This design comes from an exercise in tuning for small area and a short achievable clock period on the open sky130 flow, not from production work.
Function was checked by simulation only, so behaviour that the tests miss may differ from the original.
Power and IR drop assume default switching activity.

**flow/design.v**
```verilog
`default_nettype none
package mm_pkg;
  localparam int ARRAY_N = 3;
  localparam int ELEM_W = 8;
  localparam int ACC_W  = 16;
  typedef logic signed [ELEM_W-1:0] elem_t;
  typedef logic signed [ACC_W-1:0]  acc_t;
  typedef enum logic [1:0] {
    SEQ_IDLE = 2'd0,
    SEQ_RUN  = 2'd1,
    SEQ_DONE = 2'd2
  } seq_state_t;
endpackage
`default_nettype wire
`default_nettype none
package mm_regs_pkg;
  localparam int AXI_ADDR_W = 8;
  localparam int AXI_DATA_W = 32;
  localparam logic [AXI_ADDR_W-1:0] REG_CTRL   = 8'h00;
  localparam logic [AXI_ADDR_W-1:0] REG_STATUS = 8'h04;
  localparam logic [AXI_ADDR_W-1:0] OPND_BASE  = 8'h40;
  localparam logic [AXI_ADDR_W-1:0] RES_BASE   = 8'h80;
  localparam int CTRL_START = 0;
  localparam int CTRL_CLEAR = 1;
  localparam int STAT_BUSY = 0;
  localparam int STAT_DONE = 1;
  localparam int STAT_FULL = 2;
  typedef enum logic [1:0] {
    RESP_OKAY   = 2'b00,
    RESP_SLVERR = 2'b10
  } axi_resp_t;
endpackage
`default_nettype wire
`default_nettype none
module mm_dot3 (
  input  wire [7:0]  i_a0, i_a1, i_a2,
  input  wire [7:0]  i_b0, i_b1, i_b2,
  output wire [47:0] o_st
);
  wire pp1;
  wire pp2;
  wire pp3;
  wire pp4;
  wire pp5;
  wire pp6;
  wire pp7;
  wire pp8;
  wire pp9;
  wire pp10;
  wire pp11;
  wire pp12;
  wire pp13;
  wire pp14;
  wire pp15;
  wire pp16;
  wire pp17;
  wire pp18;
  wire pp19;
  wire pp20;
  wire pp21;
  wire pp22;
  wire pp23;
  wire pp24;
  wire pp25;
  wire pp26;
  wire pp27;
  wire pp28;
  wire pp29;
  wire pp30;
  wire pp31;
  wire pp32;
  wire pp33;
  wire pp34;
  wire pp35;
  wire pp36;
  wire pp37;
  wire pp38;
  wire pp39;
  wire pp40;
  wire pp41;
  wire pp42;
  wire pp43;
  wire pp44;
  wire pp45;
  wire pp46;
  wire pp47;
  wire pp48;
  wire pp49;
  wire pp50;
  wire pp51;
  wire pp52;
  wire pp53;
  wire pp54;
  wire pp55;
  wire pp56;
  wire pp57;
  wire pp58;
  wire pp59;
  wire pp60;
  wire pp61;
  wire pp62;
  wire pp63;
  wire pp64;
  wire pp65;
  wire pp66;
  wire pp67;
  wire pp68;
  wire pp69;
  wire pp70;
  wire pp71;
  wire pp72;
  wire pp73;
  wire pp74;
  wire pp75;
  wire pp76;
  wire pp77;
  wire pp78;
  wire pp79;
  wire pp80;
  wire pp81;
  wire pp82;
  wire pp83;
  wire pp84;
  wire pp85;
  wire pp86;
  wire pp87;
  wire pp88;
  wire pp89;
  wire pp90;
  wire pp91;
  wire pp92;
  wire pp93;
  wire pp94;
  wire pp95;
  wire pp96;
  wire pp97;
  wire pp98;
  wire pp99;
  wire pp100;
  wire pp101;
  wire pp102;
  wire pp103;
  wire pp104;
  wire pp105;
  wire pp106;
  wire pp107;
  wire pp108;
  wire pp109;
  wire pp110;
  wire pp111;
  wire pp112;
  wire pp113;
  wire pp114;
  wire pp115;
  wire pp116;
  wire pp117;
  wire pp118;
  wire pp119;
  wire pp120;
  wire pp121;
  wire pp122;
  wire pp123;
  wire pp124;
  wire pp125;
  wire pp126;
  wire pp127;
  wire pp128;
  wire pp129;
  wire pp130;
  wire pp131;
  wire pp132;
  wire pp133;
  wire pp134;
  wire pp135;
  wire pp136;
  wire pp137;
  wire pp138;
  wire pp139;
  wire pp140;
  wire pp141;
  wire pp142;
  wire pp143;
  wire pp144;
  wire pp145;
  wire pp146;
  wire pp147;
  wire pp148;
  wire pp149;
  wire pp150;
  wire pp151;
  wire pp152;
  wire pp153;
  wire pp154;
  wire pp155;
  wire pp156;
  wire pp157;
  wire pp158;
  wire pp159;
  wire pp160;
  wire pp161;
  wire pp162;
  wire pp163;
  wire pp164;
  wire pp165;
  wire pp166;
  wire pp167;
  wire pp168;
  wire pp169;
  wire pp170;
  wire pp171;
  wire pp172;
  wire pp173;
  wire pp174;
  wire pp175;
  wire pp176;
  wire pp177;
  wire pp178;
  wire pp179;
  wire pp180;
  wire pp181;
  wire pp182;
  wire pp183;
  wire pp184;
  wire pp185;
  wire pp186;
  wire pp187;
  wire pp188;
  wire pp189;
  wire pp190;
  wire pp191;
  wire pp192;
  wire s193;
  wire c194;
  wire s195;
  wire c196;
  wire s197;
  wire c198;
  wire s199;
  wire c200;
  wire s201;
  wire c202;
  wire s203;
  wire c204;
  wire s205;
  wire c206;
  wire s207;
  wire c208;
  wire s209;
  wire c210;
  wire s211;
  wire c212;
  wire s213;
  wire c214;
  wire s215;
  wire c216;
  wire s217;
  wire c218;
  wire s219;
  wire c220;
  wire s221;
  wire c222;
  wire s223;
  wire c224;
  wire s225;
  wire c226;
  wire s227;
  wire c228;
  wire s229;
  wire c230;
  wire s231;
  wire c232;
  wire s233;
  wire c234;
  wire s235;
  wire c236;
  wire s237;
  wire c238;
  wire s239;
  wire c240;
  wire s241;
  wire c242;
  wire s243;
  wire c244;
  wire s245;
  wire c246;
  wire s247;
  wire c248;
  wire s249;
  wire c250;
  wire s251;
  wire c252;
  wire s253;
  wire c254;
  wire s255;
  wire c256;
  wire s257;
  wire c258;
  wire s259;
  wire c260;
  wire s261;
  wire c262;
  wire s263;
  wire c264;
  wire s265;
  wire c266;
  wire s267;
  wire c268;
  wire s269;
  wire c270;
  wire s271;
  wire c272;
  wire s273;
  wire c274;
  wire s275;
  wire c276;
  wire s277;
  wire c278;
  wire s279;
  wire c280;
  wire s281;
  wire c282;
  wire s283;
  wire c284;
  wire s285;
  wire c286;
  wire s287;
  wire c288;
  wire s289;
  wire c290;
  wire s291;
  wire c292;
  wire s293;
  wire c294;
  wire s295;
  wire c296;
  wire s297;
  wire c298;
  wire s299;
  wire c300;
  wire s301;
  wire c302;
  wire s303;
  wire c304;
  wire s305;
  wire c306;
  wire s307;
  wire c308;
  wire s309;
  wire c310;
  wire s311;
  wire c312;
  wire s313;
  wire c314;
  wire s315;
  wire c316;
  wire s317;
  wire c318;
  wire s319;
  wire c320;
  wire s321;
  wire c322;
  wire s323;
  wire c324;
  wire s325;
  wire c326;
  wire s327;
  wire c328;
  wire s329;
  wire c330;
  wire s331;
  wire c332;
  wire s333;
  wire c334;
  wire s335;
  wire c336;
  wire s337;
  wire c338;
  wire s339;
  wire c340;
  wire s341;
  wire c342;
  wire s343;
  wire c344;
  wire s345;
  wire c346;
  wire s347;
  wire c348;
  wire s349;
  wire c350;
  wire s351;
  wire c352;
  wire s353;
  wire c354;
  wire s355;
  wire c356;
  wire s357;
  wire c358;
  wire s359;
  wire c360;
  wire s361;
  wire c362;
  wire s363;
  wire c364;
  wire s365;
  wire c366;
  wire s367;
  wire c368;
  wire s369;
  wire c370;
  wire s371;
  wire c372;
  wire s373;
  wire c374;
  wire s375;
  wire c376;
  wire s377;
  wire c378;
  wire s379;
  wire c380;
  wire s381;
  wire c382;
  wire s383;
  wire c384;
  wire s385;
  wire c386;
  wire s387;
  wire c388;
  wire s389;
  wire c390;
  wire s391;
  wire c392;
  wire s393;
  wire c394;
  wire s395;
  wire c396;
  wire s397;
  wire c398;
  wire s399;
  wire c400;
  wire s401;
  wire c402;
  wire s403;
  wire c404;
  wire s405;
  wire c406;
  wire s407;
  wire c408;
  wire s409;
  wire c410;
  wire s411;
  wire c412;
  wire s413;
  wire c414;
  wire s415;
  wire c416;
  wire s417;
  wire c418;
  wire s419;
  wire c420;
  wire s421;
  wire c422;
  wire s423;
  wire c424;
  wire s425;
  wire c426;
  wire s427;
  wire c428;
  wire s429;
  wire c430;
  wire s431;
  wire c432;
  wire s433;
  wire c434;
  wire s435;
  wire c436;
  wire s437;
  wire c438;
  wire s439;
  wire c440;
  wire s441;
  wire c442;
  wire s443;
  wire c444;
  wire s445;
  wire c446;
  wire s447;
  wire c448;
  wire s449;
  wire c450;
  wire s451;
  wire c452;
  wire s453;
  wire c454;
  wire s455;
  wire c456;
  wire s457;
  wire c458;
  wire s459;
  wire c460;
  wire s461;
  wire c462;
  wire s463;
  wire c464;
  wire s465;
  wire c466;
  wire s467;
  wire c468;
  wire s469;
  wire c470;
  wire s471;
  wire c472;
  wire s473;
  wire c474;
  wire s475;
  wire c476;
  wire s477;
  wire c478;
  wire s479;
  wire c480;
  wire s481;
  wire c482;
  wire s483;
  wire c484;
  wire s485;
  wire c486;
  wire s487;
  wire c488;
  wire s489;
  wire c490;
  wire s491;
  wire c492;
  wire s493;
  wire c494;
  wire s495;
  wire c496;
  wire s497;
  wire c498;
  wire s499;
  wire c500;
  wire s501;
  wire c502;
  wire s503;
  assign pp1 = ~(i_a0[0] & i_b0[0]);
  assign pp2 = ~(i_a0[0] & i_b0[1]);
  assign pp3 = ~(i_a0[0] & i_b0[2]);
  assign pp4 = ~(i_a0[0] & i_b0[3]);
  assign pp5 = ~(i_a0[0] & i_b0[4]);
  assign pp6 = ~(i_a0[0] & i_b0[5]);
  assign pp7 = ~(i_a0[0] & i_b0[6]);
  assign pp8 = i_a0[0] & i_b0[7];
  assign pp9 = ~(i_a0[1] & i_b0[0]);
  assign pp10 = ~(i_a0[1] & i_b0[1]);
  assign pp11 = ~(i_a0[1] & i_b0[2]);
  assign pp12 = ~(i_a0[1] & i_b0[3]);
  assign pp13 = ~(i_a0[1] & i_b0[4]);
  assign pp14 = ~(i_a0[1] & i_b0[5]);
  assign pp15 = ~(i_a0[1] & i_b0[6]);
  assign pp16 = i_a0[1] & i_b0[7];
  assign pp17 = ~(i_a0[2] & i_b0[0]);
  assign pp18 = ~(i_a0[2] & i_b0[1]);
  assign pp19 = ~(i_a0[2] & i_b0[2]);
  assign pp20 = ~(i_a0[2] & i_b0[3]);
  assign pp21 = ~(i_a0[2] & i_b0[4]);
  assign pp22 = ~(i_a0[2] & i_b0[5]);
  assign pp23 = ~(i_a0[2] & i_b0[6]);
  assign pp24 = i_a0[2] & i_b0[7];
  assign pp25 = ~(i_a0[3] & i_b0[0]);
  assign pp26 = ~(i_a0[3] & i_b0[1]);
  assign pp27 = ~(i_a0[3] & i_b0[2]);
  assign pp28 = ~(i_a0[3] & i_b0[3]);
  assign pp29 = ~(i_a0[3] & i_b0[4]);
  assign pp30 = ~(i_a0[3] & i_b0[5]);
  assign pp31 = ~(i_a0[3] & i_b0[6]);
  assign pp32 = i_a0[3] & i_b0[7];
  assign pp33 = ~(i_a0[4] & i_b0[0]);
  assign pp34 = ~(i_a0[4] & i_b0[1]);
  assign pp35 = ~(i_a0[4] & i_b0[2]);
  assign pp36 = ~(i_a0[4] & i_b0[3]);
  assign pp37 = ~(i_a0[4] & i_b0[4]);
  assign pp38 = ~(i_a0[4] & i_b0[5]);
  assign pp39 = ~(i_a0[4] & i_b0[6]);
  assign pp40 = i_a0[4] & i_b0[7];
  assign pp41 = ~(i_a0[5] & i_b0[0]);
  assign pp42 = ~(i_a0[5] & i_b0[1]);
  assign pp43 = ~(i_a0[5] & i_b0[2]);
  assign pp44 = ~(i_a0[5] & i_b0[3]);
  assign pp45 = ~(i_a0[5] & i_b0[4]);
  assign pp46 = ~(i_a0[5] & i_b0[5]);
  assign pp47 = ~(i_a0[5] & i_b0[6]);
  assign pp48 = i_a0[5] & i_b0[7];
  assign pp49 = ~(i_a0[6] & i_b0[0]);
  assign pp50 = ~(i_a0[6] & i_b0[1]);
  assign pp51 = ~(i_a0[6] & i_b0[2]);
  assign pp52 = ~(i_a0[6] & i_b0[3]);
  assign pp53 = ~(i_a0[6] & i_b0[4]);
  assign pp54 = ~(i_a0[6] & i_b0[5]);
  assign pp55 = ~(i_a0[6] & i_b0[6]);
  assign pp56 = i_a0[6] & i_b0[7];
  assign pp57 = i_a0[7] & i_b0[0];
  assign pp58 = i_a0[7] & i_b0[1];
  assign pp59 = i_a0[7] & i_b0[2];
  assign pp60 = i_a0[7] & i_b0[3];
  assign pp61 = i_a0[7] & i_b0[4];
  assign pp62 = i_a0[7] & i_b0[5];
  assign pp63 = i_a0[7] & i_b0[6];
  assign pp64 = ~(i_a0[7] & i_b0[7]);
  assign pp65 = ~(i_a1[0] & i_b1[0]);
  assign pp66 = ~(i_a1[0] & i_b1[1]);
  assign pp67 = ~(i_a1[0] & i_b1[2]);
  assign pp68 = ~(i_a1[0] & i_b1[3]);
  assign pp69 = ~(i_a1[0] & i_b1[4]);
  assign pp70 = ~(i_a1[0] & i_b1[5]);
  assign pp71 = ~(i_a1[0] & i_b1[6]);
  assign pp72 = i_a1[0] & i_b1[7];
  assign pp73 = ~(i_a1[1] & i_b1[0]);
  assign pp74 = ~(i_a1[1] & i_b1[1]);
  assign pp75 = ~(i_a1[1] & i_b1[2]);
  assign pp76 = ~(i_a1[1] & i_b1[3]);
  assign pp77 = ~(i_a1[1] & i_b1[4]);
  assign pp78 = ~(i_a1[1] & i_b1[5]);
  assign pp79 = ~(i_a1[1] & i_b1[6]);
  assign pp80 = i_a1[1] & i_b1[7];
  assign pp81 = ~(i_a1[2] & i_b1[0]);
  assign pp82 = ~(i_a1[2] & i_b1[1]);
  assign pp83 = ~(i_a1[2] & i_b1[2]);
  assign pp84 = ~(i_a1[2] & i_b1[3]);
  assign pp85 = ~(i_a1[2] & i_b1[4]);
  assign pp86 = ~(i_a1[2] & i_b1[5]);
  assign pp87 = ~(i_a1[2] & i_b1[6]);
  assign pp88 = i_a1[2] & i_b1[7];
  assign pp89 = ~(i_a1[3] & i_b1[0]);
  assign pp90 = ~(i_a1[3] & i_b1[1]);
  assign pp91 = ~(i_a1[3] & i_b1[2]);
  assign pp92 = ~(i_a1[3] & i_b1[3]);
  assign pp93 = ~(i_a1[3] & i_b1[4]);
  assign pp94 = ~(i_a1[3] & i_b1[5]);
  assign pp95 = ~(i_a1[3] & i_b1[6]);
  assign pp96 = i_a1[3] & i_b1[7];
  assign pp97 = ~(i_a1[4] & i_b1[0]);
  assign pp98 = ~(i_a1[4] & i_b1[1]);
  assign pp99 = ~(i_a1[4] & i_b1[2]);
  assign pp100 = ~(i_a1[4] & i_b1[3]);
  assign pp101 = ~(i_a1[4] & i_b1[4]);
  assign pp102 = ~(i_a1[4] & i_b1[5]);
  assign pp103 = ~(i_a1[4] & i_b1[6]);
  assign pp104 = i_a1[4] & i_b1[7];
  assign pp105 = ~(i_a1[5] & i_b1[0]);
  assign pp106 = ~(i_a1[5] & i_b1[1]);
  assign pp107 = ~(i_a1[5] & i_b1[2]);
  assign pp108 = ~(i_a1[5] & i_b1[3]);
  assign pp109 = ~(i_a1[5] & i_b1[4]);
  assign pp110 = ~(i_a1[5] & i_b1[5]);
  assign pp111 = ~(i_a1[5] & i_b1[6]);
  assign pp112 = i_a1[5] & i_b1[7];
  assign pp113 = ~(i_a1[6] & i_b1[0]);
  assign pp114 = ~(i_a1[6] & i_b1[1]);
  assign pp115 = ~(i_a1[6] & i_b1[2]);
  assign pp116 = ~(i_a1[6] & i_b1[3]);
  assign pp117 = ~(i_a1[6] & i_b1[4]);
  assign pp118 = ~(i_a1[6] & i_b1[5]);
  assign pp119 = ~(i_a1[6] & i_b1[6]);
  assign pp120 = i_a1[6] & i_b1[7];
  assign pp121 = i_a1[7] & i_b1[0];
  assign pp122 = i_a1[7] & i_b1[1];
  assign pp123 = i_a1[7] & i_b1[2];
  assign pp124 = i_a1[7] & i_b1[3];
  assign pp125 = i_a1[7] & i_b1[4];
  assign pp126 = i_a1[7] & i_b1[5];
  assign pp127 = i_a1[7] & i_b1[6];
  assign pp128 = ~(i_a1[7] & i_b1[7]);
  assign pp129 = ~(i_a2[0] & i_b2[0]);
  assign pp130 = ~(i_a2[0] & i_b2[1]);
  assign pp131 = ~(i_a2[0] & i_b2[2]);
  assign pp132 = ~(i_a2[0] & i_b2[3]);
  assign pp133 = ~(i_a2[0] & i_b2[4]);
  assign pp134 = ~(i_a2[0] & i_b2[5]);
  assign pp135 = ~(i_a2[0] & i_b2[6]);
  assign pp136 = i_a2[0] & i_b2[7];
  assign pp137 = ~(i_a2[1] & i_b2[0]);
  assign pp138 = ~(i_a2[1] & i_b2[1]);
  assign pp139 = ~(i_a2[1] & i_b2[2]);
  assign pp140 = ~(i_a2[1] & i_b2[3]);
  assign pp141 = ~(i_a2[1] & i_b2[4]);
  assign pp142 = ~(i_a2[1] & i_b2[5]);
  assign pp143 = ~(i_a2[1] & i_b2[6]);
  assign pp144 = i_a2[1] & i_b2[7];
  assign pp145 = ~(i_a2[2] & i_b2[0]);
  assign pp146 = ~(i_a2[2] & i_b2[1]);
  assign pp147 = ~(i_a2[2] & i_b2[2]);
  assign pp148 = ~(i_a2[2] & i_b2[3]);
  assign pp149 = ~(i_a2[2] & i_b2[4]);
  assign pp150 = ~(i_a2[2] & i_b2[5]);
  assign pp151 = ~(i_a2[2] & i_b2[6]);
  assign pp152 = i_a2[2] & i_b2[7];
  assign pp153 = ~(i_a2[3] & i_b2[0]);
  assign pp154 = ~(i_a2[3] & i_b2[1]);
  assign pp155 = ~(i_a2[3] & i_b2[2]);
  assign pp156 = ~(i_a2[3] & i_b2[3]);
  assign pp157 = ~(i_a2[3] & i_b2[4]);
  assign pp158 = ~(i_a2[3] & i_b2[5]);
  assign pp159 = ~(i_a2[3] & i_b2[6]);
  assign pp160 = i_a2[3] & i_b2[7];
  assign pp161 = ~(i_a2[4] & i_b2[0]);
  assign pp162 = ~(i_a2[4] & i_b2[1]);
  assign pp163 = ~(i_a2[4] & i_b2[2]);
  assign pp164 = ~(i_a2[4] & i_b2[3]);
  assign pp165 = ~(i_a2[4] & i_b2[4]);
  assign pp166 = ~(i_a2[4] & i_b2[5]);
  assign pp167 = ~(i_a2[4] & i_b2[6]);
  assign pp168 = i_a2[4] & i_b2[7];
  assign pp169 = ~(i_a2[5] & i_b2[0]);
  assign pp170 = ~(i_a2[5] & i_b2[1]);
  assign pp171 = ~(i_a2[5] & i_b2[2]);
  assign pp172 = ~(i_a2[5] & i_b2[3]);
  assign pp173 = ~(i_a2[5] & i_b2[4]);
  assign pp174 = ~(i_a2[5] & i_b2[5]);
  assign pp175 = ~(i_a2[5] & i_b2[6]);
  assign pp176 = i_a2[5] & i_b2[7];
  assign pp177 = ~(i_a2[6] & i_b2[0]);
  assign pp178 = ~(i_a2[6] & i_b2[1]);
  assign pp179 = ~(i_a2[6] & i_b2[2]);
  assign pp180 = ~(i_a2[6] & i_b2[3]);
  assign pp181 = ~(i_a2[6] & i_b2[4]);
  assign pp182 = ~(i_a2[6] & i_b2[5]);
  assign pp183 = ~(i_a2[6] & i_b2[6]);
  assign pp184 = i_a2[6] & i_b2[7];
  assign pp185 = i_a2[7] & i_b2[0];
  assign pp186 = i_a2[7] & i_b2[1];
  assign pp187 = i_a2[7] & i_b2[2];
  assign pp188 = i_a2[7] & i_b2[3];
  assign pp189 = i_a2[7] & i_b2[4];
  assign pp190 = i_a2[7] & i_b2[5];
  assign pp191 = i_a2[7] & i_b2[6];
  assign pp192 = ~(i_a2[7] & i_b2[7]);
  mm_fa u_s193 (.i_a(pp106), .i_b(pp113), .i_c(pp135), .o_s(s193), .o_c(c194));
  mm_fa u_s195 (.i_a(pp100), .i_b(pp107), .i_c(pp114), .o_s(s195), .o_c(c196));
  mm_fa u_s197 (.i_a(pp121), .i_b(pp136), .i_c(pp143), .o_s(s197), .o_c(c198));
  mm_fa u_s199 (.i_a(pp15), .i_b(pp150), .i_c(pp157), .o_s(s199), .o_c(c200));
  mm_ha u_s201 (.i_a(pp101), .i_b(pp108), .o_s(s201), .o_c(c202));
  mm_fa u_s203 (.i_a(pp115), .i_b(pp122), .i_c(pp144), .o_s(s203), .o_c(c204));
  mm_fa u_s205 (.i_a(pp151), .i_b(pp158), .i_c(pp16), .o_s(s205), .o_c(c206));
  mm_ha u_s207 (.i_a(pp102), .i_b(pp109), .o_s(s207), .o_c(c208));
  mm_fa u_s209 (.i_a(pp116), .i_b(pp123), .i_c(1'b1), .o_s(s209), .o_c(c210));
  mm_fa u_s211 (.i_a(pp12), .i_b(pp133), .i_c(pp140), .o_s(s211), .o_c(c212));
  mm_fa u_s213 (.i_a(pp105), .i_b(pp13), .i_c(pp134), .o_s(s213), .o_c(c214));
  mm_fa u_s215 (.i_a(pp141), .i_b(pp148), .i_c(pp155), .o_s(s215), .o_c(c216));
  mm_fa u_s217 (.i_a(pp162), .i_b(pp169), .i_c(pp20), .o_s(s217), .o_c(c218));
  mm_fa u_s219 (.i_a(pp14), .i_b(pp142), .i_c(pp149), .o_s(s219), .o_c(c220));
  mm_fa u_s221 (.i_a(pp156), .i_b(pp163), .i_c(pp170), .o_s(s221), .o_c(c222));
  mm_fa u_s223 (.i_a(pp177), .i_b(pp21), .i_c(pp28), .o_s(s223), .o_c(c224));
  mm_fa u_s225 (.i_a(pp35), .i_b(pp42), .i_c(pp49), .o_s(s225), .o_c(c226));
  mm_fa u_s227 (.i_a(pp7), .i_b(pp71), .i_c(1'b1), .o_s(s227), .o_c(c228));
  mm_fa u_s229 (.i_a(pp164), .i_b(pp171), .i_c(pp178), .o_s(s229), .o_c(c230));
  mm_fa u_s231 (.i_a(pp185), .i_b(pp22), .i_c(pp29), .o_s(s231), .o_c(c232));
  mm_fa u_s233 (.i_a(pp36), .i_b(pp43), .i_c(pp50), .o_s(s233), .o_c(c234));
  mm_fa u_s235 (.i_a(pp57), .i_b(pp72), .i_c(pp79), .o_s(s235), .o_c(c236));
  mm_fa u_s237 (.i_a(pp8), .i_b(pp86), .i_c(pp93), .o_s(s237), .o_c(c238));
  mm_fa u_s239 (.i_a(c194), .i_b(s195), .i_c(1'b1), .o_s(s239), .o_c(c240));
  mm_fa u_s241 (.i_a(pp165), .i_b(pp172), .i_c(pp179), .o_s(s241), .o_c(c242));
  mm_fa u_s243 (.i_a(pp186), .i_b(pp23), .i_c(pp30), .o_s(s243), .o_c(c244));
  mm_fa u_s245 (.i_a(pp37), .i_b(pp44), .i_c(pp51), .o_s(s245), .o_c(c246));
  mm_fa u_s247 (.i_a(pp58), .i_b(pp80), .i_c(pp87), .o_s(s247), .o_c(c248));
  mm_fa u_s249 (.i_a(pp94), .i_b(c196), .i_c(c198), .o_s(s249), .o_c(c250));
  mm_fa u_s251 (.i_a(c200), .i_b(s201), .i_c(s203), .o_s(s251), .o_c(c252));
  mm_fa u_s253 (.i_a(pp152), .i_b(pp159), .i_c(pp166), .o_s(s253), .o_c(c254));
  mm_fa u_s255 (.i_a(pp173), .i_b(pp180), .i_c(pp187), .o_s(s255), .o_c(c256));
  mm_fa u_s257 (.i_a(pp24), .i_b(pp31), .i_c(pp38), .o_s(s257), .o_c(c258));
  mm_fa u_s259 (.i_a(pp45), .i_b(pp52), .i_c(pp59), .o_s(s259), .o_c(c260));
  mm_fa u_s261 (.i_a(pp88), .i_b(pp95), .i_c(s209), .o_s(s261), .o_c(c262));
  mm_fa u_s263 (.i_a(c202), .i_b(c204), .i_c(c206), .o_s(s263), .o_c(c264));
  mm_fa u_s265 (.i_a(pp103), .i_b(pp110), .i_c(pp117), .o_s(s265), .o_c(c266));
  mm_fa u_s267 (.i_a(pp124), .i_b(pp160), .i_c(pp167), .o_s(s267), .o_c(c268));
  mm_fa u_s269 (.i_a(pp174), .i_b(pp181), .i_c(pp188), .o_s(s269), .o_c(c270));
  mm_fa u_s271 (.i_a(pp32), .i_b(pp39), .i_c(pp46), .o_s(s271), .o_c(c272));
  mm_fa u_s273 (.i_a(pp53), .i_b(pp60), .i_c(pp96), .o_s(s273), .o_c(c274));
  mm_fa u_s275 (.i_a(pp104), .i_b(pp111), .i_c(pp118), .o_s(s275), .o_c(c276));
  mm_fa u_s277 (.i_a(pp125), .i_b(pp168), .i_c(pp175), .o_s(s277), .o_c(c278));
  mm_fa u_s279 (.i_a(pp11), .i_b(pp132), .i_c(pp139), .o_s(s279), .o_c(c280));
  mm_fa u_s281 (.i_a(pp146), .i_b(pp153), .i_c(1'b1), .o_s(s281), .o_c(c282));
  mm_fa u_s283 (.i_a(pp147), .i_b(pp154), .i_c(pp161), .o_s(s283), .o_c(c284));
  mm_fa u_s285 (.i_a(pp19), .i_b(pp26), .i_c(pp33), .o_s(s285), .o_c(c286));
  mm_fa u_s287 (.i_a(pp5), .i_b(pp69), .i_c(pp76), .o_s(s287), .o_c(c288));
  mm_fa u_s289 (.i_a(pp27), .i_b(pp34), .i_c(pp41), .o_s(s289), .o_c(c290));
  mm_fa u_s291 (.i_a(pp6), .i_b(pp70), .i_c(pp77), .o_s(s291), .o_c(c292));
  mm_fa u_s293 (.i_a(pp84), .i_b(pp91), .i_c(pp98), .o_s(s293), .o_c(c294));
  mm_fa u_s295 (.i_a(c212), .i_b(s213), .i_c(1'b1), .o_s(s295), .o_c(c296));
  mm_fa u_s297 (.i_a(pp78), .i_b(pp85), .i_c(pp92), .o_s(s297), .o_c(c298));
  mm_fa u_s299 (.i_a(pp99), .i_b(s227), .i_c(c214), .o_s(s299), .o_c(c300));
  mm_fa u_s301 (.i_a(c216), .i_b(c218), .i_c(s193), .o_s(s301), .o_c(c302));
  mm_fa u_s303 (.i_a(s219), .i_b(s221), .i_c(s223), .o_s(s303), .o_c(c304));
  mm_fa u_s305 (.i_a(c228), .i_b(c220), .i_c(c222), .o_s(s305), .o_c(c306));
  mm_fa u_s307 (.i_a(c224), .i_b(c226), .i_c(s197), .o_s(s307), .o_c(c308));
  mm_fa u_s309 (.i_a(s199), .i_b(s229), .i_c(s231), .o_s(s309), .o_c(c310));
  mm_fa u_s311 (.i_a(s233), .i_b(s235), .i_c(s237), .o_s(s311), .o_c(c312));
  mm_fa u_s313 (.i_a(c230), .i_b(c232), .i_c(c234), .o_s(s313), .o_c(c314));
  mm_fa u_s315 (.i_a(c236), .i_b(c238), .i_c(s205), .o_s(s315), .o_c(c316));
  mm_fa u_s317 (.i_a(s241), .i_b(s243), .i_c(s245), .o_s(s317), .o_c(c318));
  mm_fa u_s319 (.i_a(s247), .i_b(c240), .i_c(s249), .o_s(s319), .o_c(c320));
  mm_fa u_s321 (.i_a(c242), .i_b(c244), .i_c(c246), .o_s(s321), .o_c(c322));
  mm_fa u_s323 (.i_a(c248), .i_b(s207), .i_c(s253), .o_s(s323), .o_c(c324));
  mm_fa u_s325 (.i_a(s255), .i_b(s257), .i_c(s259), .o_s(s325), .o_c(c326));
  mm_fa u_s327 (.i_a(s261), .i_b(c250), .i_c(c252), .o_s(s327), .o_c(c328));
  mm_fa u_s329 (.i_a(c210), .i_b(c208), .i_c(c254), .o_s(s329), .o_c(c330));
  mm_fa u_s331 (.i_a(c256), .i_b(c258), .i_c(c260), .o_s(s331), .o_c(c332));
  mm_fa u_s333 (.i_a(s265), .i_b(s267), .i_c(s269), .o_s(s333), .o_c(c334));
  mm_fa u_s335 (.i_a(s271), .i_b(s273), .i_c(c262), .o_s(s335), .o_c(c336));
  mm_fa u_s337 (.i_a(pp182), .i_b(pp189), .i_c(pp40), .o_s(s337), .o_c(c338));
  mm_fa u_s339 (.i_a(pp47), .i_b(pp54), .i_c(pp61), .o_s(s339), .o_c(c340));
  mm_fa u_s341 (.i_a(c266), .i_b(c268), .i_c(c270), .o_s(s341), .o_c(c342));
  mm_fa u_s343 (.i_a(c272), .i_b(c274), .i_c(s275), .o_s(s343), .o_c(c344));
  mm_fa u_s345 (.i_a(pp112), .i_b(pp119), .i_c(pp126), .o_s(s345), .o_c(c346));
  mm_fa u_s347 (.i_a(pp176), .i_b(pp183), .i_c(pp190), .o_s(s347), .o_c(c348));
  mm_fa u_s349 (.i_a(pp48), .i_b(pp55), .i_c(pp62), .o_s(s349), .o_c(c350));
  mm_fa u_s351 (.i_a(pp10), .i_b(pp131), .i_c(pp138), .o_s(s351), .o_c(c352));
  mm_fa u_s353 (.i_a(pp145), .i_b(pp17), .i_c(1'b1), .o_s(s353), .o_c(c354));
  mm_fa u_s355 (.i_a(pp18), .i_b(pp25), .i_c(pp4), .o_s(s355), .o_c(c356));
  mm_fa u_s357 (.i_a(pp68), .i_b(pp75), .i_c(pp82), .o_s(s357), .o_c(c358));
  mm_fa u_s359 (.i_a(pp89), .i_b(s281), .i_c(1'b1), .o_s(s359), .o_c(c360));
  mm_fa u_s361 (.i_a(pp83), .i_b(pp90), .i_c(pp97), .o_s(s361), .o_c(c362));
  mm_fa u_s363 (.i_a(c282), .i_b(c280), .i_c(s211), .o_s(s363), .o_c(c364));
  mm_fa u_s365 (.i_a(s283), .i_b(s285), .i_c(s287), .o_s(s365), .o_c(c366));
  mm_fa u_s367 (.i_a(c284), .i_b(c286), .i_c(c288), .o_s(s367), .o_c(c368));
  mm_fa u_s369 (.i_a(s215), .i_b(s217), .i_c(s289), .o_s(s369), .o_c(c370));
  mm_fa u_s371 (.i_a(s291), .i_b(s293), .i_c(s295), .o_s(s371), .o_c(c372));
  mm_fa u_s373 (.i_a(c290), .i_b(c292), .i_c(c294), .o_s(s373), .o_c(c374));
  mm_fa u_s375 (.i_a(s225), .i_b(s297), .i_c(c296), .o_s(s375), .o_c(c376));
  mm_fa u_s377 (.i_a(s299), .i_b(s301), .i_c(s303), .o_s(s377), .o_c(c378));
  mm_fa u_s379 (.i_a(c298), .i_b(c300), .i_c(s239), .o_s(s379), .o_c(c380));
  mm_fa u_s381 (.i_a(c302), .i_b(c304), .i_c(s305), .o_s(s381), .o_c(c382));
  mm_fa u_s383 (.i_a(s307), .i_b(s309), .i_c(s311), .o_s(s383), .o_c(c384));
  mm_fa u_s385 (.i_a(c306), .i_b(c308), .i_c(c310), .o_s(s385), .o_c(c386));
  mm_fa u_s387 (.i_a(c312), .i_b(s313), .i_c(s315), .o_s(s387), .o_c(c388));
  mm_fa u_s389 (.i_a(s251), .i_b(s317), .i_c(s319), .o_s(s389), .o_c(c390));
  mm_fa u_s391 (.i_a(c314), .i_b(c316), .i_c(c318), .o_s(s391), .o_c(c392));
  mm_fa u_s393 (.i_a(s263), .i_b(s321), .i_c(s323), .o_s(s393), .o_c(c394));
  mm_fa u_s395 (.i_a(s325), .i_b(c320), .i_c(s327), .o_s(s395), .o_c(c396));
  mm_fa u_s397 (.i_a(c264), .i_b(c322), .i_c(c324), .o_s(s397), .o_c(c398));
  mm_fa u_s399 (.i_a(c326), .i_b(s329), .i_c(s331), .o_s(s399), .o_c(c400));
  mm_fa u_s401 (.i_a(s333), .i_b(s335), .i_c(c328), .o_s(s401), .o_c(c402));
  mm_fa u_s403 (.i_a(s277), .i_b(s337), .i_c(s339), .o_s(s403), .o_c(c404));
  mm_fa u_s405 (.i_a(c330), .i_b(c332), .i_c(c334), .o_s(s405), .o_c(c406));
  mm_fa u_s407 (.i_a(s341), .i_b(s343), .i_c(c336), .o_s(s407), .o_c(c408));
  mm_fa u_s409 (.i_a(c276), .i_b(c278), .i_c(c338), .o_s(s409), .o_c(c410));
  mm_fa u_s411 (.i_a(c340), .i_b(s345), .i_c(s347), .o_s(s411), .o_c(c412));
  mm_fa u_s413 (.i_a(s349), .i_b(c342), .i_c(c344), .o_s(s413), .o_c(c414));
  mm_fa u_s415 (.i_a(pp120), .i_b(pp127), .i_c(pp184), .o_s(s415), .o_c(c416));
  mm_fa u_s417 (.i_a(pp191), .i_b(pp56), .i_c(pp63), .o_s(s417), .o_c(c418));
  mm_fa u_s419 (.i_a(c346), .i_b(c348), .i_c(c350), .o_s(s419), .o_c(c420));
  mm_fa u_s421 (.i_a(pp130), .i_b(pp137), .i_c(pp2), .o_s(s421), .o_c(c422));
  mm_fa u_s423 (.i_a(pp3), .i_b(pp67), .i_c(pp74), .o_s(s423), .o_c(c424));
  mm_fa u_s425 (.i_a(pp81), .i_b(s353), .i_c(1'b1), .o_s(s425), .o_c(c426));
  mm_fa u_s427 (.i_a(c354), .i_b(c352), .i_c(s279), .o_s(s427), .o_c(c428));
  mm_fa u_s429 (.i_a(s355), .i_b(s357), .i_c(s359), .o_s(s429), .o_c(c430));
  mm_fa u_s431 (.i_a(c356), .i_b(c358), .i_c(c360), .o_s(s431), .o_c(c432));
  mm_fa u_s433 (.i_a(s361), .i_b(s363), .i_c(s365), .o_s(s433), .o_c(c434));
  mm_fa u_s435 (.i_a(c362), .i_b(c364), .i_c(c366), .o_s(s435), .o_c(c436));
  mm_fa u_s437 (.i_a(s367), .i_b(s369), .i_c(s371), .o_s(s437), .o_c(c438));
  mm_fa u_s439 (.i_a(c368), .i_b(c370), .i_c(s373), .o_s(s439), .o_c(c440));
  mm_fa u_s441 (.i_a(s375), .i_b(c372), .i_c(s377), .o_s(s441), .o_c(c442));
  mm_fa u_s443 (.i_a(c374), .i_b(c376), .i_c(s379), .o_s(s443), .o_c(c444));
  mm_fa u_s445 (.i_a(c378), .i_b(s381), .i_c(s383), .o_s(s445), .o_c(c446));
  mm_fa u_s447 (.i_a(c380), .i_b(c382), .i_c(s385), .o_s(s447), .o_c(c448));
  mm_fa u_s449 (.i_a(c384), .i_b(s387), .i_c(s389), .o_s(s449), .o_c(c450));
  mm_fa u_s451 (.i_a(c386), .i_b(c388), .i_c(s391), .o_s(s451), .o_c(c452));
  mm_fa u_s453 (.i_a(s393), .i_b(c390), .i_c(s395), .o_s(s453), .o_c(c454));
  mm_fa u_s455 (.i_a(c392), .i_b(s397), .i_c(c394), .o_s(s455), .o_c(c456));
  mm_fa u_s457 (.i_a(s399), .i_b(s401), .i_c(c396), .o_s(s457), .o_c(c458));
  mm_fa u_s459 (.i_a(s403), .i_b(c398), .i_c(c400), .o_s(s459), .o_c(c460));
  mm_fa u_s461 (.i_a(s405), .i_b(s407), .i_c(c402), .o_s(s461), .o_c(c462));
  mm_fa u_s463 (.i_a(c404), .i_b(s409), .i_c(s411), .o_s(s463), .o_c(c464));
  mm_fa u_s465 (.i_a(c406), .i_b(s413), .i_c(c408), .o_s(s465), .o_c(c466));
  mm_fa u_s467 (.i_a(s415), .i_b(s417), .i_c(c410), .o_s(s467), .o_c(c468));
  mm_fa u_s469 (.i_a(c412), .i_b(s419), .i_c(c414), .o_s(s469), .o_c(c470));
  mm_fa u_s471 (.i_a(pp128), .i_b(pp192), .i_c(pp64), .o_s(s471), .o_c(c472));
  mm_fa u_s473 (.i_a(c416), .i_b(c418), .i_c(c420), .o_s(s473), .o_c(c474));
  mm_fa u_s475 (.i_a(pp66), .i_b(pp73), .i_c(1'b1), .o_s(s475), .o_c(c476));
  mm_fa u_s477 (.i_a(c422), .i_b(s351), .i_c(s423), .o_s(s477), .o_c(c478));
  mm_fa u_s479 (.i_a(c424), .i_b(c426), .i_c(s427), .o_s(s479), .o_c(c480));
  mm_fa u_s481 (.i_a(c428), .i_b(s431), .i_c(c430), .o_s(s481), .o_c(c482));
  mm_fa u_s483 (.i_a(c432), .i_b(c434), .i_c(s435), .o_s(s483), .o_c(c484));
  mm_fa u_s485 (.i_a(c436), .i_b(s439), .i_c(c438), .o_s(s485), .o_c(c486));
  mm_fa u_s487 (.i_a(c440), .i_b(s443), .i_c(c442), .o_s(s487), .o_c(c488));
  mm_fa u_s489 (.i_a(c444), .i_b(s447), .i_c(c446), .o_s(s489), .o_c(c490));
  mm_fa u_s491 (.i_a(c448), .i_b(s451), .i_c(c450), .o_s(s491), .o_c(c492));
  mm_fa u_s493 (.i_a(c452), .i_b(s455), .i_c(c454), .o_s(s493), .o_c(c494));
  mm_fa u_s495 (.i_a(c456), .i_b(s459), .i_c(s461), .o_s(s495), .o_c(c496));
  mm_fa u_s497 (.i_a(s463), .i_b(c460), .i_c(s465), .o_s(s497), .o_c(c498));
  mm_fa u_s499 (.i_a(s467), .i_b(c464), .i_c(s469), .o_s(s499), .o_c(c500));
  mm_fa u_s501 (.i_a(s471), .i_b(c468), .i_c(s473), .o_s(s501), .o_c(c502));
  assign s503 = ~(c472);
  assign o_st = {c474, s503, c502, c470, s501, c500, c466, s499, c498, c462, s497, c496, c458, s495, c494, s457, s493, c492, s453, s491, c490, s449, s489, c488, s445, s487, c486, s441, s485, c484, s437, s483, c482, s433, s481, c480, s429, s479, c478, s425, s477, c476, s421, pp9, s475, pp65, pp129, pp1};
endmodule
module mm_dot3_fin (
  input  wire [47:0] i_st,
  output wire [15:0] o_n0,
  output wire [15:0] o_n1
);
  wire s1;
  wire c2;
  wire s3;
  wire c4;
  wire s5;
  wire c6;
  wire s7;
  wire c8;
  wire s9;
  wire c10;
  wire s11;
  wire c12;
  wire s13;
  wire c14;
  wire s15;
  wire c16;
  wire s17;
  wire c18;
  wire s19;
  wire c20;
  wire s21;
  wire c22;
  wire s23;
  wire c24;
  wire s25;
  wire c26;
  wire s27;
  wire c28;
  wire s29;
  wire c30;
  wire s31;
  mm_fa u_s1 (.i_a(i_st[0]), .i_b(i_st[1]), .i_c(1'b1), .o_s(s1), .o_c(c2));
  mm_fa u_s3 (.i_a(i_st[3]), .i_b(i_st[4]), .i_c(i_st[5]), .o_s(s3), .o_c(c4));
  mm_fa u_s5 (.i_a(i_st[6]), .i_b(i_st[7]), .i_c(i_st[8]), .o_s(s5), .o_c(c6));
  mm_fa u_s7 (.i_a(i_st[10]), .i_b(i_st[11]), .i_c(i_st[9]), .o_s(s7), .o_c(c8));
  mm_fa u_s9 (.i_a(i_st[12]), .i_b(i_st[13]), .i_c(i_st[14]), .o_s(s9), .o_c(c10));
  mm_fa u_s11 (.i_a(i_st[15]), .i_b(i_st[16]), .i_c(i_st[17]), .o_s(s11), .o_c(c12));
  mm_fa u_s13 (.i_a(i_st[18]), .i_b(i_st[19]), .i_c(i_st[20]), .o_s(s13), .o_c(c14));
  mm_fa u_s15 (.i_a(i_st[21]), .i_b(i_st[22]), .i_c(i_st[23]), .o_s(s15), .o_c(c16));
  mm_fa u_s17 (.i_a(i_st[24]), .i_b(i_st[25]), .i_c(i_st[26]), .o_s(s17), .o_c(c18));
  mm_fa u_s19 (.i_a(i_st[27]), .i_b(i_st[28]), .i_c(i_st[29]), .o_s(s19), .o_c(c20));
  mm_fa u_s21 (.i_a(i_st[30]), .i_b(i_st[31]), .i_c(i_st[32]), .o_s(s21), .o_c(c22));
  mm_fa u_s23 (.i_a(i_st[33]), .i_b(i_st[34]), .i_c(i_st[35]), .o_s(s23), .o_c(c24));
  mm_fa u_s25 (.i_a(i_st[36]), .i_b(i_st[37]), .i_c(i_st[38]), .o_s(s25), .o_c(c26));
  mm_fa u_s27 (.i_a(i_st[39]), .i_b(i_st[40]), .i_c(i_st[41]), .o_s(s27), .o_c(c28));
  mm_fa u_s29 (.i_a(i_st[42]), .i_b(i_st[43]), .i_c(i_st[44]), .o_s(s29), .o_c(c30));
  assign s31 = i_st[45] ^ i_st[46] ^ i_st[47];
  assign o_n0 = {c30, c28, c26, c24, c22, c20, c18, c16, c14, c12, c10, c8, c6, c4, c2, i_st[2]};
  assign o_n1 = {s31, s29, s27, s25, s23, s21, s19, s17, s15, s13, s11, s9, s7, s5, s3, s1};
endmodule
module mm_fa (input wire i_a, i_b, i_c, output wire o_s, o_c);
  assign o_s = i_a ^ i_b ^ i_c;
  assign o_c = (i_a & i_b) | (i_a & i_c) | (i_b & i_c);
endmodule
module mm_ha (input wire i_a, i_b, output wire o_s, o_c);
  assign o_s = i_a ^ i_b;
  assign o_c = i_a & i_b;
endmodule
`default_nettype wire
`timescale 1ns/1ps
`default_nettype none
module mm_top (
  input  logic        clk,
  input  logic        rst_n,
  input  logic        i_awvalid,
  output logic        o_awready,
  input  logic [7:0]  i_awaddr,
  input  logic        i_wvalid,
  output logic        o_wready,
  input  logic [31:0] i_wdata,
  input  logic [3:0]  i_wstrb,
  output logic        o_bvalid,
  input  logic        i_bready,
  output logic [1:0]  o_bresp,
  input  logic        i_arvalid,
  output logic        o_arready,
  input  logic [7:0]  i_araddr,
  output logic        o_rvalid,
  input  logic        i_rready,
  output logic [31:0] o_rdata,
  output logic [1:0]  o_rresp
);
  logic        bvalid_q;
  logic        bslverr_q;
  logic        start_q;
  logic        clear_q;
  logic        busy_q;
  logic        done_q;
  logic [2:0]  cnt_q;
  logic [17:0] mask_q;
  logic        newbit_q;
  logic        full;
  logic        accept;
  logic        wr_go;
  logic        wr_ctrl;
  logic        wr_opnd;
  logic [4:0]  wr_slot;
  logic        opnd_we;
  assign wr_go     = i_awvalid && i_wvalid && !bvalid_q;
  assign o_awready = wr_go;
  assign o_wready  = wr_go;
  assign wr_ctrl = (i_awaddr == 8'h00);
  assign wr_opnd = (i_awaddr[1:0] == 2'b00) &&
                   ((i_awaddr[7:6] == 2'b01) || (i_awaddr[7:3] == 5'b10000));
  assign wr_slot = i_awaddr[6:2] - 5'd16;
  assign opnd_we = wr_go && wr_opnd && !busy_q;
  always_ff @(posedge clk or negedge rst_n) begin
    if (!rst_n) begin
      bvalid_q <= 1'b0;
      start_q  <= 1'b0;
      clear_q  <= 1'b0;
    end else begin
      if (bvalid_q && i_bready) bvalid_q <= 1'b0;
      if (wr_go) bvalid_q <= 1'b1;
      start_q <= wr_go && wr_ctrl && i_wdata[0];
      clear_q <= wr_go && wr_ctrl && i_wdata[1];
    end
  end
  always_ff @(posedge clk) begin
    if (wr_go) bslverr_q <= !(wr_ctrl || (wr_opnd && !busy_q));
  end
  assign o_bvalid = bvalid_q;
  assign o_bresp  = {bslverr_q, 1'b0};
  logic [2:0] ph_i_q;
  logic [2:0] ph_j_q;
  logic [2:0] ph_j_next;
  assign ph_j_next = ph_i_q[2] ? {ph_j_q[1:0], ph_j_q[2]} : ph_j_q;
  always_ff @(posedge clk or negedge rst_n) begin
    if (!rst_n) begin
      ph_i_q <= 3'b001;
      ph_j_q <= 3'b001;
    end else begin
      ph_i_q <= {ph_i_q[1:0], ph_i_q[2]};
      ph_j_q <= ph_j_next;
    end
  end
  logic [2:0]        wr_row;
  logic [2:0]        wr_col;
  logic              wr_a;
  logic              wr_b;
  logic [7:0]        a_q [3][3];
  logic [7:0]        b_q [3][3];
  logic [7:0]        bsel_q [3];
  always_comb begin
    wr_a = opnd_we && (wr_slot < 5'd9);
    wr_b = opnd_we && (wr_slot >= 5'd9);
    for (int r = 0; r < 3; r++) begin
      wr_row[r] = 1'b0;
      wr_col[r] = 1'b0;
      for (int c = 0; c < 3; c++) begin
        wr_row[r] = wr_row[r] | (wr_slot == 5'(3 * r + c)) | (wr_slot == 5'(9 + 3 * r + c));
        wr_col[r] = wr_col[r] | (wr_slot == 5'(3 * c + r)) | (wr_slot == 5'(9 + 3 * c + r));
      end
    end
  end
  always_ff @(posedge clk) begin
    for (int k = 0; k < 3; k++) begin
      for (int g = 0; g < 3; g++) begin
        if (wr_a && wr_col[k] &&
            ((ph_i_q[0] && wr_row[(g + 1) % 3]) ||
             (ph_i_q[1] && wr_row[(g + 2) % 3]) ||
             (ph_i_q[2] && wr_row[g])))
          a_q[k][g] <= i_wdata[7:0];
        else
          a_q[k][g] <= a_q[k][(g + 1) % 3];
      end
    end
  end
  always_ff @(posedge clk) begin
    for (int r = 0; r < 3; r++)
      for (int c = 0; c < 3; c++)
        if (wr_b && wr_row[r] && wr_col[c]) b_q[r][c] <= i_wdata[7:0];
  end
  always_ff @(posedge clk) begin
    for (int k = 0; k < 3; k++)
      bsel_q[k] <= ({8{ph_j_next[0]}} & b_q[k][0]) |
                   ({8{ph_j_next[1]}} & b_q[k][1]) |
                   ({8{ph_j_next[2]}} & b_q[k][2]);
  end
  always_ff @(posedge clk or negedge rst_n) begin
    if (!rst_n) begin
      mask_q   <= '0;
      newbit_q <= 1'b0;
    end else begin
      newbit_q <= 1'b0;
      if (clear_q) begin
        mask_q <= '0;
      end else if (opnd_we) begin
        mask_q[wr_slot] <= 1'b1;
        newbit_q        <= !mask_q[wr_slot];
      end
    end
  end
  assign full = (&mask_q) && !newbit_q;
  assign accept = start_q && full && !busy_q;
  always_ff @(posedge clk or negedge rst_n) begin
    if (!rst_n) begin
      busy_q <= 1'b0;
      done_q <= 1'b0;
    end else if (accept) begin
      busy_q <= 1'b1;
      done_q <= 1'b0;
    end else if (busy_q && cnt_q == 3'd7) begin
      busy_q <= 1'b0;
      done_q <= 1'b1;
    end
  end
  always_ff @(posedge clk) begin
    if (accept) cnt_q <= 3'd0;
    else if (busy_q) cnt_q <= cnt_q + 3'd1;
  end
  logic [47:0] dot_st;
  logic [47:0] st_q;
  logic [15:0] fin_n0;
  logic [15:0] fin_n1;
  logic [15:0] sum;
  logic        ring_we;
  logic [15:0] ring_q [9];
  mm_dot3 u_dot (
    .i_a0 (a_q[0][0]),
    .i_a1 (a_q[1][0]),
    .i_a2 (a_q[2][0]),
    .i_b0 (bsel_q[0]),
    .i_b1 (bsel_q[1]),
    .i_b2 (bsel_q[2]),
    .o_st (dot_st)
  );
  always_ff @(posedge clk) st_q <= dot_st;
  mm_dot3_fin u_fin (
    .i_st (st_q),
    .o_n0 (fin_n0),
    .o_n1 (fin_n1)
  );
  assign sum     = ~(fin_n0 + fin_n1 + 16'd1);
  assign ring_we = accept || busy_q;
  always_ff @(posedge clk) begin
    ring_q[0] <= ring_we ? sum : ring_q[8];
    for (int p = 1; p < 9; p++) ring_q[p] <= ring_q[p-1];
  end
  logic        arready_q;
  logic        rvalid_q;
  logic        rslverr_q;
  logic [15:0] rdata_q;
  logic        ar_go;
  logic        rd_ctrl;
  logic        rd_stat;
  logic        rd_res;
  logic [8:0]  rd_k;
  logic [8:0]  phase;
  logic [8:0]  rd_pos;
  logic [15:0] rd_val;
  logic [15:0] rd_data;
  assign ar_go   = i_arvalid && arready_q;
  assign rd_ctrl = (i_araddr == 8'h00);
  assign rd_stat = (i_araddr == 8'h04);
  assign rd_res  = (i_araddr[7] == 1'b1) && (i_araddr[1:0] == 2'b00) &&
                   (i_araddr[6:2] <= 5'd8);
  always_comb begin
    for (int f = 0; f < 9; f++) phase[f] = ph_j_q[f / 3] && ph_i_q[f % 3];
    for (int k = 0; k < 9; k++) rd_k[k] = (i_araddr[5:2] == 4'(k));
    for (int p = 0; p < 9; p++) begin
      rd_pos[p] = 1'b0;
      for (int k = 0; k < 9; k++) rd_pos[p] = rd_pos[p] | (rd_k[k] & phase[(p + 3 * (k % 3) + k / 3 + 2) % 9]);
    end
    rd_val = '0;
    for (int p = 0; p < 9; p++) rd_val = rd_val | ({16{rd_pos[p]}} & ring_q[p]);
    rd_data = '0;
    if (rd_res) rd_data = rd_val;
    else if (rd_stat) rd_data = {13'd0, full, done_q, busy_q};
  end
  always_ff @(posedge clk or negedge rst_n) begin
    if (!rst_n) begin
      arready_q <= 1'b0;
      rvalid_q  <= 1'b0;
    end else if (ar_go) begin
      arready_q <= 1'b0;
      rvalid_q  <= 1'b1;
    end else begin
      if (rvalid_q && i_rready) rvalid_q <= 1'b0;
      arready_q <= !rvalid_q || i_rready;
    end
  end
  always_ff @(posedge clk) begin
    if (ar_go) begin
      rslverr_q <= !(rd_ctrl || rd_stat || rd_res);
      rdata_q   <= rd_data;
    end
  end
  assign o_arready = arready_q;
  assign o_rvalid  = rvalid_q;
  assign o_rresp   = {rslverr_q, 1'b0};
  assign o_rdata   = {{16{rdata_q[15]}}, rdata_q};
endmodule
`default_nettype wire
```
**flow/run.sh**
```bash
#!/bin/bash
# synth_recipe.tcl (not shown) runs the flow's synth.tcl, then flattens the netlist and writes it again
# the make line also repeats each setting of config.mk as NAME=value (left out here)
make -C /OpenROAD-flow-scripts/flow DESIGN_CONFIG=/design/flow/config.mk WORK_HOME=/design/flow/orfs CLKGATE_MAP_FILE= SYNTH_SCRIPT=/design/flow/synth_recipe.tcl finish
```
**flow/config.mk**
```make
export PLATFORM = sky130hd
export DESIGN_NAME = mm_top
export DESIGN_NICKNAME = mm_top
export VERILOG_FILES = /design/flow/design.v
export SDC_FILE = /design/flow/constraint.sdc
export NUM_CORES = 4
export LEC_CHECK = 0
export ABC_CLOCK_PERIOD_IN_PS = 3500
export CAP_MARGIN = 20
export CORE_MARGIN = 2
export CORE_UTILIZATION = 60
export CTS_BUF_LIST = sky130_fd_sc_hd__clkbuf_4 sky130_fd_sc_hd__clkbuf_8
export PLACE_DENSITY = 0.7
export SETUP_SLACK_MARGIN = 5
export SLEW_MARGIN = 20
export SYNTH_HIERARCHICAL = 1
```
**flow/constraint.sdc**
```tcl
create_clock -name core_clock -period 8.0 [get_ports {clk}]
set_input_delay 1.6000 -clock core_clock [delete_from_list [all_inputs] [get_ports {clk}]]
set_output_delay 1.6000 -clock core_clock [all_outputs]
set_load 0.01 [all_outputs]
```
==> results of run 1 <==
## final timing paths
kind,startpoint,end,slack [ns],depth (start not counted)
worst min register to register,ring_q[0][7],ring_q[1][7],0.34,0
max in group asynchronous,rst_n,ph_j_q[0],6.19,2
worst max-delay path,i_awvalid,o_wready,4.47,4
worst max register to register,bsel_q[1][2],st_q[31],4.58,7
worst min-delay path,ring_q[0][7],ring_q[1][7],0.34,0
min in group asynchronous,rst_n,mask_q[12],1.45,2
## per-module statistics from Yosys, one instance, submodules excluded
module | times used | cells inside | cell area, um^2 | flip-flops and latches
mm_top | 1 | 1147 | 14510 | 413
mm_dot3 | 1 | 264 | 1359 | 0
mm_dot3_fin | 1 | 34 | 267.8 | 0
mm_fa | 168 | 1 | 20.02 | 0
mm_ha | 2 | 1 | 12.51 | 0
## cells by family (layout without fill, tap and decap cells)
logic type / after synthesis / count (layout)
DFF: 413 / 413
and+or+nand+nor: 426 / 426
other: 3 / 12
muxes: 85 / 85
AOI/OAI and AO/OA: 241 / 243
buffers and inverters: 240 / 420
xor gates and xnor gates: 13 / 13
adders and majority gates: 194 / 194
## layout make-up
cell class,count,area (um^2)
Tap cell,442,553.0
Sequential cell,413,9512
Timing Repair Buffer,244,2571
Clock buffer,104,1269
Multi-Input combinational cell,973,9993
Inverter,56,224.0
Clock inverter,16,118.9
Fill cell,2014,8048
## cell usage in the layout (no fill, tap or decap), types with 9 or more instances in the layout
cell	instances
dfxtp_1	243
nand2_1	194
fa_1	131
buf_4	118
edfxtp_1	90
clkbuf_8	78
mux2_4	71
inv_1	50
a222oi_1	49
buf_6	49
dfxtp_4	48
nor2_1	39
and2_1	38
fa_2	38
dfrtp_1	30
buf_12	28
clkbuf_4	26
o21ai_0	22
a31oi_1	20
dlygate4sd2_1	20
ha_1	19
clkdlybuf4s50_1	19
a22oi_1	16
a21oi_1	16
nand3_1	15
nor2_4	12
nor3_1	12
conb_1	12
o22ai_1	11
nand2_2	11
xnor2_1	10
nor2b_4	9
clkinv_2	9
## through the flow
step           instances  total power [W]  utilization  hold slack [ns]  instance area, um^2
6_report            2248         0.004295       0.7508           0.3372                24240
5_1_grt             2248         0.004440       0.7508           0.3370                24240
4_1_cts             2204         0.004296       0.7252           0.3341                23420
3_5_place_dp        1963         0.002427       0.6189           0.3378                19980
3_3_place_gp        1963         0.002421       0.6189           0.3307                19980
2_1_floorplan       1624         0.002372            -           0.3298                20050
## power by group
group	internal, W	leakage, nW	switching [W]
clock	0.00102	0.747	0.000840
sequential	0.00213	3.62	0.00000763
combinational	0.000134	4.59	0.000158
total	0.00329	8.96	0.00101
## registers in the layout, indices dropped and copies added, names as in the netlist, 3 cells and up
name / cells
st_q: 48
b_q: 72
bsel_q: 24
ph_i_q: 3
cnt_q: 3
mask_q: 18
rdata_q: 16
ph_j_q: 3
a_q: 72
ring_q: 144
## timing repair
item,4_1_cts,5_1_grt
setup buffers,114,44
resized for setup,437,108
pin swaps,57,55
cloned,7,0
endpoints found under the hold margin,0,0
endpoints found under the setup margin,242,201
## per-layer routing
layer / global-route usage / part of all wire / up-vias
met5: 0 / 0 / -
met4: 0.1334 / 0.042 / 0
met3: 0.05592 / 0.080 / 155
met2: 0.4884 / 0.49 / 694
met1: 0.3698 / 0.39 / 6605
li1: - / - / 5841
==> impl_metrics.py, run 1 <==
metrics = {
    "clocking": {
        "clock_latency_ns": 0.62,
        "cts_made_buffers": 67,
        "path_clk_slew_ns": 0.06,
        "clockRootBuffer": "clkbuf_8",
        "ctsLongestPathBuffers": 3,
        "cts_hold_buf": 0,
        "cts_tree": "built",
        "clkSinkCount": 413,
        "htreeDepth": 3,
    },
    "critical_path": {
        "critical_path_class": "input pin to output port",
        "crit_arrival_ns": 1.93,
        "cp.required_ns": 6.40,
        "critical-path-top-delay-family": "buffers and inverters",
        "slowest_stage": "buf_6",
        "cp-start-kind": "input pin",
        "path_cells": "buf_6 > nand3_4 > inv_4 > buf_6",
        "worst_setup_path_end_kind": "output port",
        "cp.buffers_inverters": 3,
        "crit_fanout": 3,
        "critPathMostFrequentCell": "buf_6",
        "cpPeakStageDelay_ns": 0.11,
    },
    "place": {
        "io_buffers": 69,
        "dpl.hpwl_um": 29120,
        "gp_congestion": 0.8944,
        "dp_slack_ns": 2.667,
    },
    "die": {
        "pin_count": 100,
        "fp.dieW_um": 184.4,
        "die-area_um2": 34000,
        "start_util": 0.6047,
        "fp-row-count": 66,
        "core_area_um2": 32290,
        "die_h_um": 184.4,
    },
    "drt": {
        "ant_nets": 0,
        "drt-pass1-iter-count": 9,
        "wire_per_inst_um": 22.12,
        "drt_iter0_markers": 1402,
        "num_vias": 13300,
        "drc": 0,
        "routed_wl_um": 49730,
        "viasPerCell": 5.914,
    },
    "cells_and_area": {
        "syn_to_final_growth_pct": 24.16,
        "fin_nets": 2008,
        "drive_above_1_share": 0.3488,
        "num_antenna_cells": 0,
    },
    "global_route": {
        "grt_overflow_total": 0,
        "grt_pass1_vias": 13810,
        "grt_antenna_before_repair": 0,
        "grt_max_degree": 33,
        "grt_pass1_wl_um": 75220,
        "grt.total_usage": 0.2920,
    },
    "synth": {
        "yosys.area_share.adder": 0.1893,
        "yosys.area.top_type_share": 0.2984,
        "synth_compound_area_frac": 0.09664,
        "synth_cell_types": 89,
        "postSynthCellCount": 1615,
        "synth_top_family_by_area": "adder cells",
        "synthFlopType": "dfxtp_1",
        "yosys.area.top_type": "dfxtp_1",
        "synthArstFlopShare": 0.07748,
        "yosysWarnings": 15,
        "synth_common_cells": "dfxtp_1 (291), nand2_1 (209), fa_1 (169)",
        "avgSynthCellArea_um2": 12.09,
        "muxShareOfSynthArea": 0.05153,
        "ys_ff_latch": 413,
        "syn_area_um2": 19520,
        "synth_edf_count": 90,
        "ys_seq_area_frac": 0.4780,
        "ys_top_cells_by_area": "dfxtp_1 (30%), fa_1 (17%), edfxtp_1 (14%), buf_4 (4.9%), mux2_1 (4.2%)",
        "yosys.area_share.simple": 0.1034,
        "yosys.area_share.xor_xnor": 0.006601,
        "synth_most_common_cell": "dfxtp_1",
    },
    "power_and_ir_drop": {
        "cellLeakagePower_nw": 8.963,
        "powerDensity_nw_per_um2": 177.2,
        "ir_drop_mv": 0.1695,
    },
    "sta": {
        "fin_crit_ns": 3.529,
        "finalHoldViolCount": 0,
        "setup_viol": 0,
        "slew_viol_final": 0,
        "relSlewSlack": 0.3297,
        "finalCritPeriodShare": 0.4411,
        "tns_ns": 0,
        "rsz0062_at_grt": "true",
        "worst_slew_pin_slew_ns": 1.005,
        "fin_ws_ns": 4.471,
        "clock.fmax_mhz": 283.4,
        "finalClockSkew_ns": 0.02521,
    },
    "status": {
        "status": "no timing/DRC/antenna violations",
    },
    "min_path": {
        "min_path_type": "register to register",
    },
    "job": {
        "max_cap_viol_count": 0,
    },
}
==> run 2: changes to the inputs <==
==> flow/config.mk (replaced) <==
export PLATFORM = sky130hd
export DESIGN_NAME = mm_top
export DESIGN_NICKNAME = mm_top
export VERILOG_FILES = /design/flow/design.v
export SDC_FILE = /design/flow/constraint.sdc
export NUM_CORES = 4
export LEC_CHECK = 0
export ABC_CLOCK_PERIOD_IN_PS = 4000
export CAP_MARGIN = 20
export CORE_MARGIN = 2
export CORE_UTILIZATION = 60
export CTS_CLUSTER_DIAMETER = 100
export CTS_CLUSTER_SIZE = 24
export PLACE_DENSITY = 0.7
export SETUP_SLACK_MARGIN = 4.47
export SLEW_MARGIN = 20
export SYNTH_HIERARCHICAL = 1
==> run 2 against run 1 <==
Net effect:
- critical endpoint unchanged
- design area shrank 13%
- critical path depth is the same
- setup slack gained 0.0053 ns
- die area is the same
- critical path type unchanged
- non-clock buffer count shrank 135
- combinational power shrank 21%
- still clean on timing, DRC and antenna
- sequential share of layout area grew 5.3 points
- utilization shrank 9.9 points
- count of clock-buffer cells in the layout shrank 72
- register-to-register slack lost 0.07 ns
==> impl_metrics.py, run 2 <==
metrics = {
    "clocking": {
        "path_clk_slew_ns": 0.09,
        "ctsLongestPathBuffers": 3,
        "htreeDepth": 1,
        "cts_tree": "built",
        "clock_latency_ns": 0.53,
        "cts_hold_buf": 0,
        "clockRootBuffer": "clkbuf_16",
        "cts_made_buffers": 21,
        "clkSinkCount": 413,
    },
    "die": {
        "fp.dieW_um": 184.4,
        "die_h_um": 184.4,
        "fp-row-count": 66,
        "die-area_um2": 34000,
        "pin_count": 100,
        "start_util": 0.6047,
        "core_area_um2": 32290,
    },
    "synth": {
        "synth_common_cells": "dfxtp_1 (291), nand2_1 (209), fa_1 (169)",
        "synth_edf_count": 90,
        "synth_most_common_cell": "dfxtp_1",
        "avgSynthCellArea_um2": 12.09,
        "postSynthCellCount": 1615,
        "ys_ff_latch": 413,
        "synthFlopType": "dfxtp_1",
        "yosys.area.top_type": "dfxtp_1",
        "syn_area_um2": 19520,
        "synthArstFlopShare": 0.07748,
        "ys_top_cells_by_area": "dfxtp_1 (30%), fa_1 (17%), edfxtp_1 (14%), buf_4 (4.9%), mux2_1 (4.2%)",
        "yosys.area.top_type_share": 0.2984,
        "synth_cell_types": 89,
        "yosysWarnings": 15,
        "ys_seq_area_frac": 0.4780,
    },
    "cells_and_area": {
        "final.fill_count": 2397,
        "final_core_util": 0.6520,
        "num_antenna_cells": 0,
        "fin_nets": 1825,
        "syn_to_final_growth_pct": 7.831,
        "layout_top_registers": "ring_q x144, a_q x72, b_q x72",
        "final_cell_mix": "dfxtp_1 (272), nand2_1 (209), fa_1 (168), edfxtp_1 (90), clkdlybuf4s50_1 (56)",
        "drive_above_1_share": 0.1244,
        "largest_reg_flops": 144,
        "final_common_cell": "dfxtp_1",
        "regMostFlops": "ring_q",
    },
    "sta": {
        "clock.fmax_mhz": 283.8,
        "tns_ns": 0,
        "relSlewSlack": 0.4640,
        "worst_slew_pin_slew_ns": 0.8040,
        "slew_viol_final": 0,
        "setup_viol": 0,
        "finalCritPeriodShare": 0.4404,
        "finalHoldViolCount": 0,
        "rsz0062_at_grt": "true",
        "finalClockSkew_ns": 0.01637,
        "fin_crit_ns": 3.524,
    },
    "power_and_ir_drop": {
        "cellLeakagePower_nw": 7.383,
        "ir_drop_mv": 0.1623,
        "pwr-share-clk": 0.322,
        "internal_power_w": 0.002755,
        "p_sw_w": 0.0007588,
        "powerDensity_nw_per_um2": 166.9,
        "sw_frac_of_total": 0.2159,
        "comb_power_share": 0.066,
        "p_seq_frac": 0.612,
    },
    "place": {
        "gp_congestion": 0.8752,
        "io_buffers": 69,
        "dpl.hpwl_um": 29360,
    },
    "global_route": {
        "grt.total_usage": 0.2585,
        "grt_pass1_wl_um": 68000,
        "grt_pass1_vias": 12350,
        "grt_overflow_total": 0,
        "grt_antenna_before_repair": 0,
        "grt_max_degree": 35,
    },
    "drt": {
        "drc": 0,
        "drt_iter0_markers": 1291,
        "drt-pass1-iter-count": 7,
        "wire_per_inst_um": 21.18,
        "routed_wl_um": 42890,
        "ant_nets": 0,
        "num_vias": 12130,
        "viasPerCell": 5.989,
    },
    "job": {
        "max_cap_viol_count": 0,
    },
    "status": {
        "status": "no timing/DRC/antenna violations",
    },
    "critical_path": {
        "path_cells": "buf_6 > nand3_4 > inv_4 > buf_6",
        "cpPeakStageDelay_ns": 0.11,
        "worst_setup_path_end_kind": "output port",
        "slowest_stage": "buf_6",
        "crit_fanout": 3,
        "critical_path_class": "input pin to output port",
        "critPathMostFrequentCell": "buf_6",
        "crit_arrival_ns": 1.92,
        "cp-start-kind": "input pin",
        "cp.required_ns": 6.40,
    },
    "min_path": {
        "min_path_type": "register to register",
    },
}
-- run 2: cell count changes in the layout (fill, tap and decap cells not counted), moves of 39 or more --
cell / before / now
buf_4: 118 / 29
buf_6: 49 / 5
clkbuf_8: 78 / 2
dfxtp_4: 48 / 9
mux2_1: 1 / 40
mux2_4: 71 / 32
-- run 2: worst paths after layout --
kind                               from            to  slack (ns)  cells past startpoint
setup / recovery              i_awvalid      o_wready        4.48                      4
hold / removal             ring_q[2][5]  ring_q[3][5]        0.35                      0
setup reg to reg           bsel_q[2][5]      st_q[31]        4.51                      7
hold reg to reg            ring_q[2][5]  ring_q[3][5]        0.35                      0
max in group asynchronous         rst_n     ph_j_q[0]        6.17                      2
min in group asynchronous         rst_n      bvalid_q        1.47                      2
-- run 2: metrics by stage --
step / setup slack, ns / total power [W] / instance area [um^2] / hold slack (ns) / instances
floorplan: 4.397 / 0.002365 / 19790 / 0.3262 / 1624
global placement: 2.804 / 0.002415 / 19790 / 0.3282 / 1958
detailed placement: 2.757 / 0.002420 / 19800 / 0.3358 / 1958
CTS: 4.471 / 0.003541 / 20930 / 0.3543 / 2020
global route: 4.438 / 0.003639 / 21050 / 0.3576 / 2025
finish: 4.476 / 0.003514 / 21050 / 0.3464 / 2025
-- run 2: logic make-up (layout without fill, tap and decap cells) --
kind of cell,count (synthesis),count (layout),synth area share
flops,413,413,0.4780
other cells,3,12,0.0005767
simple gates,426,426,0.1034
compound gates,241,241,0.09664
mux,85,85,0.05153
xor+xnor,13,13,0.006601
buf+inv,240,199,0.07395
fa+ha+maj,194,194,0.1893
-- run 2: per-layer routing --
layer  GRT usage  routed length (um)  share of wire  vias to the layer above
li1            -                   -              -                     5433
met1      0.3560               18130           0.42                     6077
met2      0.4328               20630           0.48                      537
met3     0.03537                3077          0.072                       81
met4     0.07136                1051          0.025                        0
met5           0                   0              0                        -
-- run 2: modules after synthesis (local to each module, per instance) --
module	flops+latches	times used	area [um^2]	cells
mm_dot3_fin	0	1	267.8	34
mm_top	413	1	14510	1147
mm_dot3	0	1	1359	264
mm_ha	0	2	12.51	1
mm_fa	0	168	20.02	1
-- run 2: critical path, delay by kind of cell --
| kind | cells | cell delay (ns) |
|---|---|---|
| simple gates | 1 | 0.08 |
| buf+inv | 3 | 0.25 |
-- run 2: final cells by class --
class	count	area [um^2]	share of cell area
clock inverters	2	20.02	0.0009509
inverters	56	222.7	0.01058
multi-input cells	971	9171	0.4356
repair buffers	109	1121	0.05325
well taps	442	553.0	0.02627
clock buffers	32	586.8	0.02787
flip-flops and latches	413	9378	0.4454
-- run 2: timing repair --
action	CTS	global route
setup endpoints to repair	170	167
pin swaps	6	12
resized for setup	101	42
setup buffers	27	5
gates cloned	1	0
-- run 2: power groups by stage --
stage | Clock, W | Combinational, W | Sequential (W)
global placement | 0 | 0.000214 | 0.00220
global route | 0.00123 | 0.000255 | 0.00215
CTS | 0.00116 | 0.000228 | 0.00215
finish | 0.00113 | 0.000231 | 0.00215
floorplan | 0 | 0.000161 | 0.00220
detailed placement | 0 | 0.000219 | 0.00220

Check on run 2: ideal ports give 4.476 ns setup slack; a clkbuf_16 on the clock port and buf_2 on the inputs give 4.446 ns; moving port delays by the midpoint clock arrival (0.574 ns) as well gives 3.977 ns.
